What follows belongs to an exercise in optimizing a design on an open flow for small area, a short achievable clock period and few clock cycles; a production flow would make more cautious choices. No functional check of the RTL was part of this run.

`flow/design.v`:
```
`default_nettype none
package ems_pkg;
  localparam int COORD_W     = 16;                   
  localparam int EXTRA_FRAC  = 6;                    
  localparam int POINT_W     = 22;                   
  localparam int DELTA_W     = 35;                   
  localparam int MAX_DEPTH   = 6;                    
  localparam int DIFF_W      = COORD_W + 1;          
  localparam int SQ_W        = 2 * COORD_W;          
  localparam int SUM_W       = SQ_W + 1;             
  localparam int DEPTH_W     = $clog2(MAX_DEPTH + 1);
  localparam int STEP_W      = DIFF_W + EXTRA_FRAC;  
  localparam int REM_W       = MAX_DEPTH;            
  localparam logic [DELTA_W-1:0] DELTA_RESET = DELTA_W'(4096);
endpackage
`default_nettype wire
`default_nettype none
module ems_sq_tree (
  input  wire logic [15:0] u,
  input  wire logic        g,
  output logic [31:0]       s_o,
  output logic [31:0]       c_o
);
  wire t0 = u[0] & u[1];
  wire t1 = u[0] & u[2];
  wire t2 = u[0] & u[3];
  wire t3 = u[0] & u[4];
  wire t4 = u[0] & u[5];
  wire t5 = u[0] & u[6];
  wire t6 = u[0] & u[7];
  wire t7 = u[0] & u[8];
  wire t8 = u[0] & u[9];
  wire t9 = u[0] & u[10];
  wire t10 = u[0] & u[11];
  wire t11 = u[0] & u[12];
  wire t12 = u[0] & u[13];
  wire t13 = u[0] & u[14];
  wire t14 = u[0] & u[15];
  wire t15 = g & u[0];
  wire t16 = u[1] & u[2];
  wire t17 = u[1] & u[3];
  wire t18 = u[1] & u[4];
  wire t19 = u[1] & u[5];
  wire t20 = u[1] & u[6];
  wire t21 = u[1] & u[7];
  wire t22 = u[1] & u[8];
  wire t23 = u[1] & u[9];
  wire t24 = u[1] & u[10];
  wire t25 = u[1] & u[11];
  wire t26 = u[1] & u[12];
  wire t27 = u[1] & u[13];
  wire t28 = u[1] & u[14];
  wire t29 = u[1] & u[15];
  wire t30 = g & u[1];
  wire t31 = u[2] & u[3];
  wire t32 = u[2] & u[4];
  wire t33 = u[2] & u[5];
  wire t34 = u[2] & u[6];
  wire t35 = u[2] & u[7];
  wire t36 = u[2] & u[8];
  wire t37 = u[2] & u[9];
  wire t38 = u[2] & u[10];
  wire t39 = u[2] & u[11];
  wire t40 = u[2] & u[12];
  wire t41 = u[2] & u[13];
  wire t42 = u[2] & u[14];
  wire t43 = u[2] & u[15];
  wire t44 = g & u[2];
  wire t45 = u[3] & u[4];
  wire t46 = u[3] & u[5];
  wire t47 = u[3] & u[6];
  wire t48 = u[3] & u[7];
  wire t49 = u[3] & u[8];
  wire t50 = u[3] & u[9];
  wire t51 = u[3] & u[10];
  wire t52 = u[3] & u[11];
  wire t53 = u[3] & u[12];
  wire t54 = u[3] & u[13];
  wire t55 = u[3] & u[14];
  wire t56 = u[3] & u[15];
  wire t57 = g & u[3];
  wire t58 = u[4] & u[5];
  wire t59 = u[4] & u[6];
  wire t60 = u[4] & u[7];
  wire t61 = u[4] & u[8];
  wire t62 = u[4] & u[9];
  wire t63 = u[4] & u[10];
  wire t64 = u[4] & u[11];
  wire t65 = u[4] & u[12];
  wire t66 = u[4] & u[13];
  wire t67 = u[4] & u[14];
  wire t68 = u[4] & u[15];
  wire t69 = g & u[4];
  wire t70 = u[5] & u[6];
  wire t71 = u[5] & u[7];
  wire t72 = u[5] & u[8];
  wire t73 = u[5] & u[9];
  wire t74 = u[5] & u[10];
  wire t75 = u[5] & u[11];
  wire t76 = u[5] & u[12];
  wire t77 = u[5] & u[13];
  wire t78 = u[5] & u[14];
  wire t79 = u[5] & u[15];
  wire t80 = g & u[5];
  wire t81 = u[6] & u[7];
  wire t82 = u[6] & u[8];
  wire t83 = u[6] & u[9];
  wire t84 = u[6] & u[10];
  wire t85 = u[6] & u[11];
  wire t86 = u[6] & u[12];
  wire t87 = u[6] & u[13];
  wire t88 = u[6] & u[14];
  wire t89 = u[6] & u[15];
  wire t90 = g & u[6];
  wire t91 = u[7] & u[8];
  wire t92 = u[7] & u[9];
  wire t93 = u[7] & u[10];
  wire t94 = u[7] & u[11];
  wire t95 = u[7] & u[12];
  wire t96 = u[7] & u[13];
  wire t97 = u[7] & u[14];
  wire t98 = u[7] & u[15];
  wire t99 = g & u[7];
  wire t100 = u[8] & u[9];
  wire t101 = u[8] & u[10];
  wire t102 = u[8] & u[11];
  wire t103 = u[8] & u[12];
  wire t104 = u[8] & u[13];
  wire t105 = u[8] & u[14];
  wire t106 = u[8] & u[15];
  wire t107 = g & u[8];
  wire t108 = u[9] & u[10];
  wire t109 = u[9] & u[11];
  wire t110 = u[9] & u[12];
  wire t111 = u[9] & u[13];
  wire t112 = u[9] & u[14];
  wire t113 = u[9] & u[15];
  wire t114 = g & u[9];
  wire t115 = u[10] & u[11];
  wire t116 = u[10] & u[12];
  wire t117 = u[10] & u[13];
  wire t118 = u[10] & u[14];
  wire t119 = u[10] & u[15];
  wire t120 = g & u[10];
  wire t121 = u[11] & u[12];
  wire t122 = u[11] & u[13];
  wire t123 = u[11] & u[14];
  wire t124 = u[11] & u[15];
  wire t125 = g & u[11];
  wire t126 = u[12] & u[13];
  wire t127 = u[12] & u[14];
  wire t128 = u[12] & u[15];
  wire t129 = g & u[12];
  wire t130 = u[13] & u[14];
  wire t131 = u[13] & u[15];
  wire t132 = g & u[13];
  wire t133 = u[14] & u[15];
  wire t134 = g & u[14];
  wire t135 = g & u[15];
  wire t136 = t14 ^ t28;
  wire t137 = t14 & t28;
  wire t138 = t8 ^ t22;
  wire t139 = t8 & t22;
  wire t140 = t9 ^ t23;
  wire t141 = t9 & t23;
  wire t142 = t10 ^ t24 ^ t37;
  wire t143 = (t10 & t24) | (t10 & t37) | (t24 & t37);
  wire t144 = t49 ^ t60;
  wire t145 = t49 & t60;
  wire t146 = t11 ^ t25 ^ t38;
  wire t147 = (t11 & t25) | (t11 & t38) | (t25 & t38);
  wire t148 = t50 ^ t61;
  wire t149 = t50 & t61;
  wire t150 = t12 ^ t26 ^ t39;
  wire t151 = (t12 & t26) | (t12 & t39) | (t26 & t39);
  wire t152 = t51 ^ t62 ^ t72;
  wire t153 = (t51 & t62) | (t51 & t72) | (t62 & t72);
  wire t154 = t81 ^ u[7];
  wire t155 = t81 & u[7];
  wire t156 = t13 ^ t27 ^ t40;
  wire t157 = (t13 & t27) | (t13 & t40) | (t27 & t40);
  wire t158 = t52 ^ t63 ^ t73;
  wire t159 = (t52 & t63) | (t52 & t73) | (t63 & t73);
  wire t160 = t82 ^ t134;
  wire t161 = t82 & t134;
  wire t162 = t136 ^ t41 ^ t53;
  wire t163 = (t136 & t41) | (t136 & t53) | (t41 & t53);
  wire t164 = t64 ^ t74 ^ t83;
  wire t165 = (t64 & t74) | (t64 & t83) | (t74 & t83);
  wire t166 = t91 ^ u[8] ^ t135;
  wire t167 = (t91 & u[8]) | (t91 & t135) | (u[8] & t135);
  wire t168 = t137 ^ t29 ^ t42;
  wire t169 = (t137 & t29) | (t137 & t42) | (t29 & t42);
  wire t170 = t54 ^ t65 ^ t75;
  wire t171 = (t54 & t65) | (t54 & t75) | (t65 & t75);
  wire t172 = t84 ^ t92;
  wire t173 = t84 & t92;
  wire t174 = t43 ^ t55 ^ t66;
  wire t175 = (t43 & t55) | (t43 & t66) | (t55 & t66);
  wire t176 = t76 ^ t85 ^ t93;
  wire t177 = (t76 & t85) | (t76 & t93) | (t85 & t93);
  wire t178 = t100 ^ u[9];
  wire t179 = t100 & u[9];
  wire t180 = t56 ^ t67 ^ t77;
  wire t181 = (t56 & t67) | (t56 & t77) | (t67 & t77);
  wire t182 = t86 ^ t94;
  wire t183 = t86 & t94;
  wire t184 = t68 ^ t78 ^ t87;
  wire t185 = (t68 & t78) | (t68 & t87) | (t78 & t87);
  wire t186 = t95 ^ t102;
  wire t187 = t95 & t102;
  wire t188 = t79 ^ t88;
  wire t189 = t79 & t88;
  wire t190 = t89 ^ t97;
  wire t191 = t89 & t97;
  wire t192 = t4 ^ t18;
  wire t193 = t4 & t18;
  wire t194 = t5 ^ t19;
  wire t195 = t5 & t19;
  wire t196 = t6 ^ t20 ^ t33;
  wire t197 = (t6 & t20) | (t6 & t33) | (t20 & t33);
  wire t198 = t45 ^ u[4];
  wire t199 = t45 & u[4];
  wire t200 = t7 ^ t21 ^ t34;
  wire t201 = (t7 & t21) | (t7 & t34) | (t21 & t34);
  wire t202 = t46 ^ t107;
  wire t203 = t46 & t107;
  wire t204 = t138 ^ t35 ^ t47;
  wire t205 = (t138 & t35) | (t138 & t47) | (t35 & t47);
  wire t206 = t58 ^ u[5] ^ t114;
  wire t207 = (t58 & u[5]) | (t58 & t114) | (u[5] & t114);
  wire t208 = t139 ^ t140 ^ t36;
  wire t209 = (t139 & t140) | (t139 & t36) | (t140 & t36);
  wire t210 = t48 ^ t59 ^ t120;
  wire t211 = (t48 & t59) | (t48 & t120) | (t59 & t120);
  wire t212 = t141 ^ t142 ^ t144;
  wire t213 = (t141 & t142) | (t141 & t144) | (t142 & t144);
  wire t214 = t70 ^ u[6] ^ t125;
  wire t215 = (t70 & u[6]) | (t70 & t125) | (u[6] & t125);
  wire t216 = t143 ^ t145 ^ t146;
  wire t217 = (t143 & t145) | (t143 & t146) | (t145 & t146);
  wire t218 = t148 ^ t71 ^ t129;
  wire t219 = (t148 & t71) | (t148 & t129) | (t71 & t129);
  wire t220 = t147 ^ t149 ^ t150;
  wire t221 = (t147 & t149) | (t147 & t150) | (t149 & t150);
  wire t222 = t152 ^ t154 ^ t132;
  wire t223 = (t152 & t154) | (t152 & t132) | (t154 & t132);
  wire t224 = t151 ^ t153 ^ t155;
  wire t225 = (t151 & t153) | (t151 & t155) | (t153 & t155);
  wire t226 = t156 ^ t158 ^ t160;
  wire t227 = (t156 & t158) | (t156 & t160) | (t158 & t160);
  wire t228 = t157 ^ t159 ^ t161;
  wire t229 = (t157 & t159) | (t157 & t161) | (t159 & t161);
  wire t230 = t162 ^ t164 ^ t166;
  wire t231 = (t162 & t164) | (t162 & t166) | (t164 & t166);
  wire t232 = t163 ^ t165 ^ t167;
  wire t233 = (t163 & t165) | (t163 & t167) | (t165 & t167);
  wire t234 = t168 ^ t170 ^ t172;
  wire t235 = (t168 & t170) | (t168 & t172) | (t170 & t172);
  wire t236 = t169 ^ t171 ^ t173;
  wire t237 = (t169 & t171) | (t169 & t173) | (t171 & t173);
  wire t238 = t174 ^ t176 ^ t178;
  wire t239 = (t174 & t176) | (t174 & t178) | (t176 & t178);
  wire t240 = t175 ^ t177 ^ t179;
  wire t241 = (t175 & t177) | (t175 & t179) | (t177 & t179);
  wire t242 = t180 ^ t182 ^ t101;
  wire t243 = (t180 & t182) | (t180 & t101) | (t182 & t101);
  wire t244 = t181 ^ t183 ^ t184;
  wire t245 = (t181 & t183) | (t181 & t184) | (t183 & t184);
  wire t246 = t186 ^ t108 ^ u[10];
  wire t247 = (t186 & t108) | (t186 & u[10]) | (t108 & u[10]);
  wire t248 = t185 ^ t187 ^ t188;
  wire t249 = (t185 & t187) | (t185 & t188) | (t187 & t188);
  wire t250 = t96 ^ t103 ^ t109;
  wire t251 = (t96 & t103) | (t96 & t109) | (t103 & t109);
  wire t252 = t189 ^ t190 ^ t104;
  wire t253 = (t189 & t190) | (t189 & t104) | (t190 & t104);
  wire t254 = t110 ^ t115 ^ u[11];
  wire t255 = (t110 & t115) | (t110 & u[11]) | (t115 & u[11]);
  wire t256 = t191 ^ t98 ^ t105;
  wire t257 = (t191 & t98) | (t191 & t105) | (t98 & t105);
  wire t258 = t111 ^ t116;
  wire t259 = t111 & t116;
  wire t260 = t106 ^ t112 ^ t117;
  wire t261 = (t106 & t112) | (t106 & t117) | (t112 & t117);
  wire t262 = t121 ^ u[12];
  wire t263 = t121 & u[12];
  wire t264 = t113 ^ t118;
  wire t265 = t113 & t118;
  wire t266 = t119 ^ t123;
  wire t267 = t119 & t123;
  wire t268 = t2 ^ t16;
  wire t269 = t2 & t16;
  wire t270 = t3 ^ t17;
  wire t271 = t3 & t17;
  wire t272 = t192 ^ t31 ^ u[3];
  wire t273 = (t192 & t31) | (t192 & u[3]) | (t31 & u[3]);
  wire t274 = t193 ^ t194 ^ t32;
  wire t275 = (t193 & t194) | (t193 & t32) | (t194 & t32);
  wire t276 = t195 ^ t196 ^ t198;
  wire t277 = (t195 & t196) | (t195 & t198) | (t196 & t198);
  wire t278 = t197 ^ t199 ^ t200;
  wire t279 = (t197 & t199) | (t197 & t200) | (t199 & t200);
  wire t280 = t201 ^ t203 ^ t204;
  wire t281 = (t201 & t203) | (t201 & t204) | (t203 & t204);
  wire t282 = t205 ^ t207 ^ t208;
  wire t283 = (t205 & t207) | (t205 & t208) | (t207 & t208);
  wire t284 = t209 ^ t211 ^ t212;
  wire t285 = (t209 & t211) | (t209 & t212) | (t211 & t212);
  wire t286 = t213 ^ t215 ^ t216;
  wire t287 = (t213 & t215) | (t213 & t216) | (t215 & t216);
  wire t288 = t217 ^ t219 ^ t220;
  wire t289 = (t217 & t219) | (t217 & t220) | (t219 & t220);
  wire t290 = t221 ^ t223 ^ t224;
  wire t291 = (t221 & t223) | (t221 & t224) | (t223 & t224);
  wire t292 = t225 ^ t227 ^ t228;
  wire t293 = (t225 & t227) | (t225 & t228) | (t227 & t228);
  wire t294 = t229 ^ t231 ^ t232;
  wire t295 = (t229 & t231) | (t229 & t232) | (t231 & t232);
  wire t296 = t233 ^ t235 ^ t236;
  wire t297 = (t233 & t235) | (t233 & t236) | (t235 & t236);
  wire t298 = t237 ^ t239 ^ t240;
  wire t299 = (t237 & t239) | (t237 & t240) | (t239 & t240);
  wire t300 = t241 ^ t243 ^ t244;
  wire t301 = (t241 & t243) | (t241 & t244) | (t243 & t244);
  wire t302 = t245 ^ t247 ^ t248;
  wire t303 = (t245 & t247) | (t245 & t248) | (t247 & t248);
  wire t304 = t249 ^ t251 ^ t252;
  wire t305 = (t249 & t251) | (t249 & t252) | (t251 & t252);
  wire t306 = t253 ^ t255 ^ t256;
  wire t307 = (t253 & t255) | (t253 & t256) | (t255 & t256);
  wire t308 = t257 ^ t259 ^ t260;
  wire t309 = (t257 & t259) | (t257 & t260) | (t259 & t260);
  wire t310 = t261 ^ t263 ^ t264;
  wire t311 = (t261 & t263) | (t261 & t264) | (t263 & t264);
  wire t312 = t265 ^ t266 ^ t126;
  wire t313 = (t265 & t266) | (t265 & t126) | (t266 & t126);
  wire t314 = t267 ^ t124;
  wire t315 = t267 & t124;
  wire t316 = t128 ^ t130;
  wire t317 = t128 & t130;
  wire t318 = t0 ^ u[1];
  wire t319 = t0 & u[1];
  wire t320 = t1 ^ t44;
  wire t321 = t1 & t44;
  wire t322 = t268 ^ u[2] ^ t57;
  wire t323 = (t268 & u[2]) | (t268 & t57) | (u[2] & t57);
  wire t324 = t269 ^ t270 ^ t69;
  wire t325 = (t269 & t270) | (t269 & t69) | (t270 & t69);
  wire t326 = t271 ^ t272 ^ t80;
  wire t327 = (t271 & t272) | (t271 & t80) | (t272 & t80);
  wire t328 = t273 ^ t274 ^ t90;
  wire t329 = (t273 & t274) | (t273 & t90) | (t274 & t90);
  wire t330 = t275 ^ t276 ^ t99;
  wire t331 = (t275 & t276) | (t275 & t99) | (t276 & t99);
  wire t332 = t277 ^ t278 ^ t202;
  wire t333 = (t277 & t278) | (t277 & t202) | (t278 & t202);
  wire t334 = t279 ^ t280 ^ t206;
  wire t335 = (t279 & t280) | (t279 & t206) | (t280 & t206);
  wire t336 = t281 ^ t282 ^ t210;
  wire t337 = (t281 & t282) | (t281 & t210) | (t282 & t210);
  wire t338 = t283 ^ t284 ^ t214;
  wire t339 = (t283 & t284) | (t283 & t214) | (t284 & t214);
  wire t340 = t285 ^ t286 ^ t218;
  wire t341 = (t285 & t286) | (t285 & t218) | (t286 & t218);
  wire t342 = t287 ^ t288 ^ t222;
  wire t343 = (t287 & t288) | (t287 & t222) | (t288 & t222);
  wire t344 = t289 ^ t290 ^ t226;
  wire t345 = (t289 & t290) | (t289 & t226) | (t290 & t226);
  wire t346 = t291 ^ t292 ^ t230;
  wire t347 = (t291 & t292) | (t291 & t230) | (t292 & t230);
  wire t348 = t293 ^ t294 ^ t234;
  wire t349 = (t293 & t294) | (t293 & t234) | (t294 & t234);
  wire t350 = t295 ^ t296 ^ t238;
  wire t351 = (t295 & t296) | (t295 & t238) | (t296 & t238);
  wire t352 = t297 ^ t298 ^ t242;
  wire t353 = (t297 & t298) | (t297 & t242) | (t298 & t242);
  wire t354 = t299 ^ t300 ^ t246;
  wire t355 = (t299 & t300) | (t299 & t246) | (t300 & t246);
  wire t356 = t301 ^ t302 ^ t250;
  wire t357 = (t301 & t302) | (t301 & t250) | (t302 & t250);
  wire t358 = t303 ^ t304 ^ t254;
  wire t359 = (t303 & t304) | (t303 & t254) | (t304 & t254);
  wire t360 = t305 ^ t306 ^ t258;
  wire t361 = (t305 & t306) | (t305 & t258) | (t306 & t258);
  wire t362 = t307 ^ t308 ^ t262;
  wire t363 = (t307 & t308) | (t307 & t262) | (t308 & t262);
  wire t364 = t309 ^ t310 ^ t122;
  wire t365 = (t309 & t310) | (t309 & t122) | (t310 & t122);
  wire t366 = t311 ^ t312 ^ u[13];
  wire t367 = (t311 & t312) | (t311 & u[13]) | (t312 & u[13]);
  wire t368 = t313 ^ t314 ^ t127;
  wire t369 = (t313 & t314) | (t313 & t127) | (t314 & t127);
  wire t370 = t315 ^ t316 ^ u[14];
  wire t371 = (t315 & t316) | (t315 & u[14]) | (t316 & u[14]);
  wire t372 = t317 ^ t131;
  wire t373 = t317 & t131;
  wire t374 = t133 ^ u[15];
  wire t375 = t133 & u[15];
  assign s_o = {t375, t373, t371, t369, t367, t365, t363, t361, t359, t357, t355, t353, t351, t349, t347, t345, t343, t341, t339, t337, t335, t333, t331, t329, t327, t325, t323, t321, t319, t318, t15, u[0]};
  assign c_o = {1'b0, t374, t372, t370, t368, t366, t364, t362, t360, t358, t356, t354, t352, t350, t348, t346, t344, t342, t340, t338, t336, t334, t332, t330, t328, t326, t324, t322, t320, t30, 1'b0, g};
endmodule
`default_nettype wire
`default_nettype none
module ems_cmp_le (
  input  wire logic [35:0] a,
  input  wire logic [35:0] b,
  output logic        le_o
);
  wire c0 = ~a[0] & b[0];
  wire c1 = ~(a[0] ^ b[0]);
  wire c2 = ~a[1] & b[1];
  wire c3 = ~(a[1] ^ b[1]);
  wire c4 = ~a[2] & b[2];
  wire c5 = ~(a[2] ^ b[2]);
  wire c6 = ~a[3] & b[3];
  wire c7 = ~(a[3] ^ b[3]);
  wire c8 = ~a[4] & b[4];
  wire c9 = ~(a[4] ^ b[4]);
  wire c10 = ~a[5] & b[5];
  wire c11 = ~(a[5] ^ b[5]);
  wire c12 = ~a[6] & b[6];
  wire c13 = ~(a[6] ^ b[6]);
  wire c14 = ~a[7] & b[7];
  wire c15 = ~(a[7] ^ b[7]);
  wire c16 = ~a[8] & b[8];
  wire c17 = ~(a[8] ^ b[8]);
  wire c18 = ~a[9] & b[9];
  wire c19 = ~(a[9] ^ b[9]);
  wire c20 = ~a[10] & b[10];
  wire c21 = ~(a[10] ^ b[10]);
  wire c22 = ~a[11] & b[11];
  wire c23 = ~(a[11] ^ b[11]);
  wire c24 = ~a[12] & b[12];
  wire c25 = ~(a[12] ^ b[12]);
  wire c26 = ~a[13] & b[13];
  wire c27 = ~(a[13] ^ b[13]);
  wire c28 = ~a[14] & b[14];
  wire c29 = ~(a[14] ^ b[14]);
  wire c30 = ~a[15] & b[15];
  wire c31 = ~(a[15] ^ b[15]);
  wire c32 = ~a[16] & b[16];
  wire c33 = ~(a[16] ^ b[16]);
  wire c34 = ~a[17] & b[17];
  wire c35 = ~(a[17] ^ b[17]);
  wire c36 = ~a[18] & b[18];
  wire c37 = ~(a[18] ^ b[18]);
  wire c38 = ~a[19] & b[19];
  wire c39 = ~(a[19] ^ b[19]);
  wire c40 = ~a[20] & b[20];
  wire c41 = ~(a[20] ^ b[20]);
  wire c42 = ~a[21] & b[21];
  wire c43 = ~(a[21] ^ b[21]);
  wire c44 = ~a[22] & b[22];
  wire c45 = ~(a[22] ^ b[22]);
  wire c46 = ~a[23] & b[23];
  wire c47 = ~(a[23] ^ b[23]);
  wire c48 = ~a[24] & b[24];
  wire c49 = ~(a[24] ^ b[24]);
  wire c50 = ~a[25] & b[25];
  wire c51 = ~(a[25] ^ b[25]);
  wire c52 = ~a[26] & b[26];
  wire c53 = ~(a[26] ^ b[26]);
  wire c54 = ~a[27] & b[27];
  wire c55 = ~(a[27] ^ b[27]);
  wire c56 = ~a[28] & b[28];
  wire c57 = ~(a[28] ^ b[28]);
  wire c58 = ~a[29] & b[29];
  wire c59 = ~(a[29] ^ b[29]);
  wire c60 = ~a[30] & b[30];
  wire c61 = ~(a[30] ^ b[30]);
  wire c62 = ~a[31] & b[31];
  wire c63 = ~(a[31] ^ b[31]);
  wire c64 = ~a[32] & b[32];
  wire c65 = ~(a[32] ^ b[32]);
  wire c66 = ~a[33] & b[33];
  wire c67 = ~(a[33] ^ b[33]);
  wire c68 = ~a[34] & b[34];
  wire c69 = ~(a[34] ^ b[34]);
  wire c70 = ~a[35] & b[35];
  wire c71 = ~(a[35] ^ b[35]);
  wire c72 = c2 | (c3 & c0);
  wire c73 = c3 & c1;
  wire c74 = c6 | (c7 & c4);
  wire c75 = c7 & c5;
  wire c76 = c10 | (c11 & c8);
  wire c77 = c11 & c9;
  wire c78 = c14 | (c15 & c12);
  wire c79 = c15 & c13;
  wire c80 = c18 | (c19 & c16);
  wire c81 = c19 & c17;
  wire c82 = c22 | (c23 & c20);
  wire c83 = c23 & c21;
  wire c84 = c26 | (c27 & c24);
  wire c85 = c27 & c25;
  wire c86 = c30 | (c31 & c28);
  wire c87 = c31 & c29;
  wire c88 = c34 | (c35 & c32);
  wire c89 = c35 & c33;
  wire c90 = c38 | (c39 & c36);
  wire c91 = c39 & c37;
  wire c92 = c42 | (c43 & c40);
  wire c93 = c43 & c41;
  wire c94 = c46 | (c47 & c44);
  wire c95 = c47 & c45;
  wire c96 = c50 | (c51 & c48);
  wire c97 = c51 & c49;
  wire c98 = c54 | (c55 & c52);
  wire c99 = c55 & c53;
  wire c100 = c58 | (c59 & c56);
  wire c101 = c59 & c57;
  wire c102 = c62 | (c63 & c60);
  wire c103 = c63 & c61;
  wire c104 = c66 | (c67 & c64);
  wire c105 = c67 & c65;
  wire c106 = c70 | (c71 & c68);
  wire c107 = c71 & c69;
  wire c108 = c74 | (c75 & c72);
  wire c109 = c75 & c73;
  wire c110 = c78 | (c79 & c76);
  wire c111 = c79 & c77;
  wire c112 = c82 | (c83 & c80);
  wire c113 = c83 & c81;
  wire c114 = c86 | (c87 & c84);
  wire c115 = c87 & c85;
  wire c116 = c90 | (c91 & c88);
  wire c117 = c91 & c89;
  wire c118 = c94 | (c95 & c92);
  wire c119 = c95 & c93;
  wire c120 = c98 | (c99 & c96);
  wire c121 = c99 & c97;
  wire c122 = c102 | (c103 & c100);
  wire c123 = c103 & c101;
  wire c124 = c106 | (c107 & c104);
  wire c125 = c107 & c105;
  wire c126 = c110 | (c111 & c108);
  wire c127 = c111 & c109;
  wire c128 = c114 | (c115 & c112);
  wire c129 = c115 & c113;
  wire c130 = c118 | (c119 & c116);
  wire c131 = c119 & c117;
  wire c132 = c122 | (c123 & c120);
  wire c133 = c123 & c121;
  wire c134 = c128 | (c129 & c126);
  wire c135 = c129 & c127;
  wire c136 = c132 | (c133 & c130);
  wire c137 = c133 & c131;
  wire c138 = c136 | (c137 & c134);
  wire c139 = c137 & c135;
  wire c140 = c124 | (c125 & c138);
  wire c141 = c125 & c139;
  assign le_o = c140 | c141;
endmodule
`default_nettype wire
`default_nettype none
import ems_pkg::*;
module edge_midpoint_subdivider (
  input  wire logic                      clk_i,
  input  wire logic                      rst_ni,
  input  wire logic                      cfg_we_i,
  input  wire logic [DELTA_W-1:0]        cfg_wdata_i,
  input  wire logic                      edge_valid_i,
  output logic                           edge_ready_o,
  input  wire logic signed [COORD_W-1:0] edge_start_x_i,
  input  wire logic signed [COORD_W-1:0] edge_start_y_i,
  input  wire logic signed [COORD_W-1:0] edge_end_x_i,
  input  wire logic signed [COORD_W-1:0] edge_end_y_i,
  output logic                           point_valid_o,
  input  wire logic                      point_ready_i,
  output logic signed [POINT_W-1:0]      point_x_o,
  output logic signed [POINT_W-1:0]      point_y_o,
  output logic                           point_last_o,
  output logic                           point_capped_o
);
  logic [DELTA_W-1:0] delta_q;
  always_ff @(posedge clk_i or negedge rst_ni) begin
    if (!rst_ni) begin
      delta_q <= DELTA_RESET;
    end else if (cfg_we_i) begin
      delta_q <= cfg_wdata_i;
    end
  end
  logic a_v, b_v, b_ph, c_v, c_lp, e_v;
  logic a_mv, b_load, b_mv, c_done, c_hand, e_free, fire;
  logic fit;
  logic [DEPTH_W-1:0] c_k;
  logic e_last;
  assign fire   = e_v & point_ready_i;
  assign e_free = ~e_v | (e_last & point_ready_i);
  assign c_done = fit | (c_k == DEPTH_W'(MAX_DEPTH));
  assign c_hand = c_v & ~c_lp & c_done & e_free;
  assign b_mv   = b_v & b_ph & (~c_v | (c_v & ~c_lp & c_done & ~e_v));
  assign b_load = ~b_v | b_mv;
  assign a_mv   = a_v & b_load;
  assign edge_ready_o = ~a_v;
  always_ff @(posedge clk_i or negedge rst_ni) begin
    if (!rst_ni) begin
      a_v  <= 1'b0;
      b_v  <= 1'b0;
      b_ph <= 1'b0;
      c_v  <= 1'b0;
      c_lp <= 1'b0;
      e_v  <= 1'b0;
    end else begin
      a_v <= a_v ? ~a_mv : edge_valid_i;
      if (b_load) begin
        b_v  <= a_v;
        b_ph <= 1'b0;
      end else if (b_v) begin
        b_ph <= 1'b1;
      end
      if (b_mv) begin
        c_v <= 1'b1;
      end else if (c_hand) begin
        c_v <= 1'b0;
      end
      c_lp <= b_mv;
      if (c_hand) begin
        e_v <= 1'b1;
      end else if (fire & e_last) begin
        e_v <= 1'b0;
      end
    end
  end
  logic signed [COORD_W-1:0] a_sx, a_sy, a_ex, a_ey;
  always_ff @(posedge clk_i) begin
    if (!a_v) begin
      a_sx <= edge_start_x_i;
      a_sy <= edge_start_y_i;
      a_ex <= edge_end_x_i;
      a_ey <= edge_end_y_i;
    end
  end
  logic signed [DIFF_W-1:0] a_dx, a_dy;
  logic [COORD_W-1:0]       b_ux, b_uy;    
  logic                     b_gx, b_gy;    
  logic signed [COORD_W-1:0] b_sx, b_sy;
  assign a_dx = DIFF_W'(a_ex) - DIFF_W'(a_sx);
  assign a_dy = DIFF_W'(a_ey) - DIFF_W'(a_sy);
  always_ff @(posedge clk_i) begin
    if (b_load) begin
      b_sx <= a_sx;
      b_sy <= a_sy;
      b_ux <= a_dx[COORD_W-1:0] ^ {COORD_W{a_dx[DIFF_W-1]}};
      b_uy <= a_dy[COORD_W-1:0] ^ {COORD_W{a_dy[DIFF_W-1]}};
      b_gx <= a_dx[DIFF_W-1];
      b_gy <= a_dy[DIFF_W-1];
    end else if (!b_ph) begin
      b_ux <= b_uy;
      b_uy <= b_ux;
      b_gx <= b_gy;
      b_gy <= b_gx;
    end
  end
  logic [SQ_W-1:0] sq_s, sq_c, s1_q, c1_q;
  logic            q_x;
  ems_sq_tree u_sq (
    .u   (b_ux),
    .g   (b_gx),
    .s_o (sq_s),
    .c_o (sq_c)
  );
  always_ff @(posedge clk_i) begin
    s1_q <= sq_s;
    c1_q <= sq_c;
  end
  always_ff @(posedge clk_i or negedge rst_ni) begin
    if (!rst_ni) begin
      q_x <= 1'b0;
    end else begin
      q_x <= b_v & ~b_ph & ~b_load;
    end
  end
  logic [SQ_W-1:0]  acc_q;
  logic [SQ_W-1:0]  r3_s, r3_c;
  logic [SUM_W-1:0] sum2;
  assign r3_s = acc_q ^ s1_q ^ c1_q;
  assign r3_c = (acc_q & s1_q) | (acc_q & c1_q) | (s1_q & c1_q);
  assign sum2 = SUM_W'(r3_s) + {r3_c, 1'b0};
  always_ff @(posedge clk_i) begin
    if (q_x) begin
      acc_q <= sum2[SQ_W-1:0];
    end else if (c_lp || !b_v) begin
      acc_q <= '0;
    end
  end
  logic signed [COORD_W-1:0] c_sx, c_sy;
  logic signed [STEP_W-1:0]  c_stx, c_sty;
  logic [SUM_W-1:0]          c_l;
  logic                      c_st;
  logic signed [DIFF_W-1:0]  b_dx, b_dy;
  assign b_dx = {b_gy, b_uy ^ {COORD_W{b_gy}}};
  assign b_dy = {b_gx, b_ux ^ {COORD_W{b_gx}}};
  ems_cmp_le u_fit (
    .a    ({{(DELTA_W - SUM_W){1'b0}}, c_l, c_st}),
    .b    ({delta_q, 1'b0}),
    .le_o (fit)
  );
  always_ff @(posedge clk_i) begin
    if (b_mv) begin
      c_sx  <= b_sx;
      c_sy  <= b_sy;
      c_stx <= {b_dx, {EXTRA_FRAC{1'b0}}};
      c_sty <= {b_dy, {EXTRA_FRAC{1'b0}}};
    end else if (c_v && !c_lp && !c_done) begin
      c_stx <= c_stx >>> 1;
      c_sty <= c_sty >>> 1;
    end
  end
  always_ff @(posedge clk_i or negedge rst_ni) begin
    if (!rst_ni) begin
      c_k <= '0;
    end else if (b_mv) begin
      c_k <= '0;
    end else if (c_v && !c_lp && !c_done) begin
      c_k <= c_k + DEPTH_W'(1);
    end
  end
  always_ff @(posedge clk_i) begin
    if (c_lp) begin
      c_l  <= sum2;
      c_st <= 1'b0;
    end else if (c_v && !c_done) begin
      c_l  <= c_l >> 2;
      c_st <= c_st | c_l[1] | c_l[0];
    end
  end
  logic signed [POINT_W-1:0] px_q, py_q, stx_q, sty_q;
  logic signed [POINT_W-1:0] nstx, nsty, npx, npy;
  logic [REM_W-1:0]          rem_q;
  logic                      cap_q;
  assign nstx = c_stx[POINT_W-1:0];
  assign nsty = c_sty[POINT_W-1:0];
  assign npx  = {c_sx, {EXTRA_FRAC{1'b0}}} + nstx;
  assign npy  = {c_sy, {EXTRA_FRAC{1'b0}}} + nsty;
  always_ff @(posedge clk_i) begin
    if (c_hand) begin
      px_q  <= npx;
      py_q  <= npy;
      stx_q <= nstx;
      sty_q <= nsty;
      rem_q <= REM_W'((1 << c_k) - 1);
      cap_q <= ~fit;
    end else if (fire) begin
      px_q  <= px_q + stx_q;
      py_q  <= py_q + sty_q;
      rem_q <= rem_q - REM_W'(1);
    end
  end
  always_ff @(posedge clk_i or negedge rst_ni) begin
    if (!rst_ni) begin
      e_last <= 1'b0;
    end else if (c_hand) begin
      e_last <= (c_k == '0);
    end else if (fire) begin
      e_last <= (rem_q == REM_W'(1));
    end
  end
  assign point_valid_o  = e_v;
  assign point_x_o      = px_q;
  assign point_y_o      = py_q;
  assign point_last_o   = e_last;
  assign point_capped_o = cap_q;
endmodule
`default_nettype wire
```
`flow/run.sh`:
```
#!/bin/bash
# synth_recipe.tcl (not shown) runs the flow's synth.tcl, then flattens the netlist and writes it again
# the make line also repeats each setting of config.mk as NAME=value (left out here)
make -C /OpenROAD-flow-scripts/flow DESIGN_CONFIG=/design/flow/config.mk WORK_HOME=/design/flow/orfs CLKGATE_MAP_FILE= SYNTH_SCRIPT=/design/flow/synth_recipe.tcl finish
```
`flow/config.mk`:
```
export PLATFORM = sky130hd
export DESIGN_NAME = edge_midpoint_subdivider
export DESIGN_NICKNAME = edge_midpoint_subdivider
export VERILOG_FILES = /design/flow/design.v
export SDC_FILE = /design/flow/constraint.sdc
export NUM_CORES = 4
export LEC_CHECK = 0
export CAP_MARGIN = 20
export CORE_MARGIN = 2
export CORE_UTILIZATION = 40
export PLACE_DENSITY = 0.6
export SETUP_SLACK_MARGIN = 5
export SLEW_MARGIN = 20
```
`flow/constraint.sdc`:
```
create_clock -name core_clock -period 9.0 [get_ports {clk_i}]
set_input_delay 1.8000 -clock core_clock [delete_from_list [all_inputs] [get_ports {clk_i}]]
set_output_delay 1.8000 -clock core_clock [all_outputs]
set_load 0.01 [all_outputs]
```
==> run notes <==
* Status: timing/DRC/antenna clean
* Worst-path clk slew at 0.06 ns
* Relative slew slack at 0.319
* Final hold violation count at 0
* Family with the most delay on the worst path: compound AO/OA/AOI/OAI gates
* Mux cell area share after synthesis at 0.0297
* Layout cells sized above 1 at 0.0747
* CP max FO at 37
* Adder-Cell Fraction of Synth Area at 0.187
* Vias in the first global route at 18300
* Buf/Inv on CP at 2
* Largest area contributor in the netlist: edfxtp_1
* RePlAce Congestion at 0.826
* Area contributors post-synth: edfxtp_1 (39%), ha_1 (9.9%), fa_1 (8.8%), dfxtp_1 (5.4%), dfrtp_1 (4.1%)
* Slowest cell on crit path: o311ai_4
* Simple-Gate Fraction of Synth Area at 0.103
* Post-Synth XOR/XNOR Area at 0.0550
* Maxcap violations at 0
* Commonest non-fill, non-tap cell in the layout: edfxtp_1
* Post-synth EDFFs at 356
* Crit-path cells: ha_1 > and4b_1 > a211o_1 > a221oi_2 > o22ai_2 > o311ai_4 > nand2b_4 > inv_2 > buf_6 > or3_1 > o21ai_0
* Initial antenna violation count at 0
* Clock Tree Buf Depth at 3
* Most frequent cells in the layout: edfxtp_1 (356), ha_1 (219), inv_1 (211)
* Maximum clock frequency at 0.266 GHz
* Worst EP arrival at 4.21 ns
* Number of remaining DRC errors at 0
* Cells after DPL at 3386
* Starting Density at 0.404
* First-pass GRT wire length at 98.3 mm
* CTS tree: built
* Rows at 96
* All-Layer GR Usage at 0.174
* Synth top area share at 0.386
* Ys flop type: edfxtp_1
* Final Skew at 0.0603 ns
* Largest net degree at the start of global routing at 86
* TritonCTS Buffers at 53
* RSZ-0062 raised after global routing: true
* Required @ worst endpoint at 9.45 ns
* Flop-to-flop setup slack at 5.24 ns
* Die area at 71400 um^2
* Fillers at 6124
* Yosys warnings at 1
* Mapped Nets at 2802
* DRT antenna net count at 0
* Synth Cell Area at 27700 um^2
* Sequential cell area at 13300 um^2
* Number of synthesized register bits at 477
* Distinct cells, synth at 79
* Antenna diode count at 0
* Htree depth at 2
* Post-Route WL at 61.8 mm
* Multi-input gate area at 13300 um^2
* Worst min path class: reg2reg
* Met2 wire length at 29.5 mm
* Minimum clock period at 3.76 ns
* Die Y at 267 um
* Clk root buf: clkbuf_16
* Met1 WL at 27.5 mm
* Final non-filler cell total at 3488
* I/O pins at 152
* Syn Inst Count at 2357
* Setup crit end kind: flop
* Syn avg cell area at 11.8 um^2
* DR WL met3 at 2.43 mm
* Post-synthesis sequential area ratio at 0.482
* WL/cell at 17.7 um
* Period utilisation layout at 0.417
* Worst-Skew Late Latency at 0.63 ns
* Drt pass-1 iters at 5
* Pins Over Slew Limit at 0
* Area delta synth->final at 15.7%
* CTS Sinks at 477
* DR iter-0 viols at 1034
* Complex-gate fraction of the synthesized area at 0.103
* Routed via count at 17700
* Post-synthesis async set-or-reset flop share at 0.0964
* Drt via density at 5.09
* Setup TNS at 0 ns
* Core Area at 68600 um^2
* CP peak stage delay at 0.52 ns
* Critical Path Start Type: flop
* Worst Max-Slew Pin Slew at 1.02 ns
* Final HPWL DP at 45.5 mm
* Crit Path Category: reg2reg
* PortBufs at 151
* Die W at 267 um
* Cts hold-fix bufs at 0
* Overflow after GRT at 0
* Final setup violation count at 0
* Max layer used: met4
* NumNets Final at 2957
* Largest family of logic cells by synthesized area: adder cells
[kinds of logic (layout without fill, tap and decap cells)]
group / after synthesis / in the layout
simple gates: 569 / 570
flops: 477 / 477
compound gates: 440 / 440
fa+ha+maj: 341 / 341
buf+inv: 282 / 481
xor+xnor: 174 / 174
mux: 74 / 74
[stage by stage]
step	utilization	hold WS, ns	area, um^2	setup slack (ns)
after floorplan	-	0.400	27700	5.46
after global placement	0.440	0.407	30200	4.55
after detailed placement	0.440	0.406	30200	4.49
after CTS	0.467	0.420	32000	5.07
after global routing	0.467	0.422	32100	4.96
final	0.467	0.421	32100	5.24
[worst reg2reg max path, cell delays in order (launching register included)]
cell and delay (ns):
dfrtp_1 0.38, ha_1 0.31, and4b_1 0.19, a211o_1 0.28
a221oi_2 0.29, o22ai_2 0.17, o311ai_4 0.52, nand2b_4 0.38
inv_2 0.26, buf_6 0.29, or3_1 0.44, o21ai_0 0.09
[cell usage after synthesis, types with 26 or more instances]
cell,instances
edfxtp_1,356
ha_1,219
inv_1,212
nand2_1,171
fa_1,122
a21oi_1,118
o21ai_0,116
and2_1,113
xnor2_1,107
nor2_1,95
dfxtp_1,75
xor2_1,67
mux2_2,52
dfrtp_1,45
nor3_1,44
clkbuf_1,39
nand3_1,36
a22o_1,34
a21o_1,30
o21a_1,27
nor2b_1,26
[final timing paths]
kind                       startpoint  endpoint  depth (start not counted)
max in group asynchronous      rst_ni      c_lp                          2
max reg2reg                delta_q[1]  px_q[14]                         11
min in group asynchronous      rst_ni       a_v                          2
min reg2reg                   b_sx[4]   c_sx[4]                          0
min                           b_sx[4]   c_sx[4]                          0
max                        delta_q[1]  px_q[14]                         11
[flip-flops by register name, summed over array words and instances, names as in the netlist, 23 cells and up]
signal	count
c_sty	23
acc_q	32
delta_q	35
c_l	33
c1_q	30
s1_q	32
c_stx	23
[area by class of cell]
type,count,area share
clock buffer,82,0.0505
clock inverter,18,0.00617
inverter,214,0.0252
multi-input combinational,1599,0.414
sequential,477,0.416
tap,931,0.0363
timing repair buffer,167,0.0512
[metal layers]
| layer | up-vias | GRT usage |
|---|---|---|
| met5 | - | 0 |
| met4 | 0 | 0.0662 |
| met3 | 109 | 0.0245 |
| met2 | 335 | 0.294 |
| met1 | 8674 | 0.227 |
| li1 | 8623 | - |
[what timing repair did]
action                     in CTS  in global routing
setup endpoints to repair      94                113
pin swaps                       0                  1
gates cloned                    1                  0
buffers inserted                0                  1
resized for setup               5                  5

==> re-timing with driven ports <==
The results above use ideal ports. As a check the final layout listed here was re-extracted and re-timed, cells and wires unchanged.
Step 1 sets driving cells, clkbuf_16 on the clock port and buf_2 on the other inputs (assumed; they add their load-dependent delay and slew).
Step 2 also shifts input and output timing later by t, the mid clock arrival at the registers, as if the neighbouring blocks saw the same clock.
a / b / c = ideal / step 1 / step 2; a / b = the first two.
t, ns: 0.660
setup WS [ns]: 5.243 / 5.243 / 4.866
worst register clock-pin slew, ns: 0.06 / 0.06
After both steps this run still meets setup and hold. For this run, drivers alone change the setup slack by 0.000 ns; drivers and shift together by -0.377 ns.
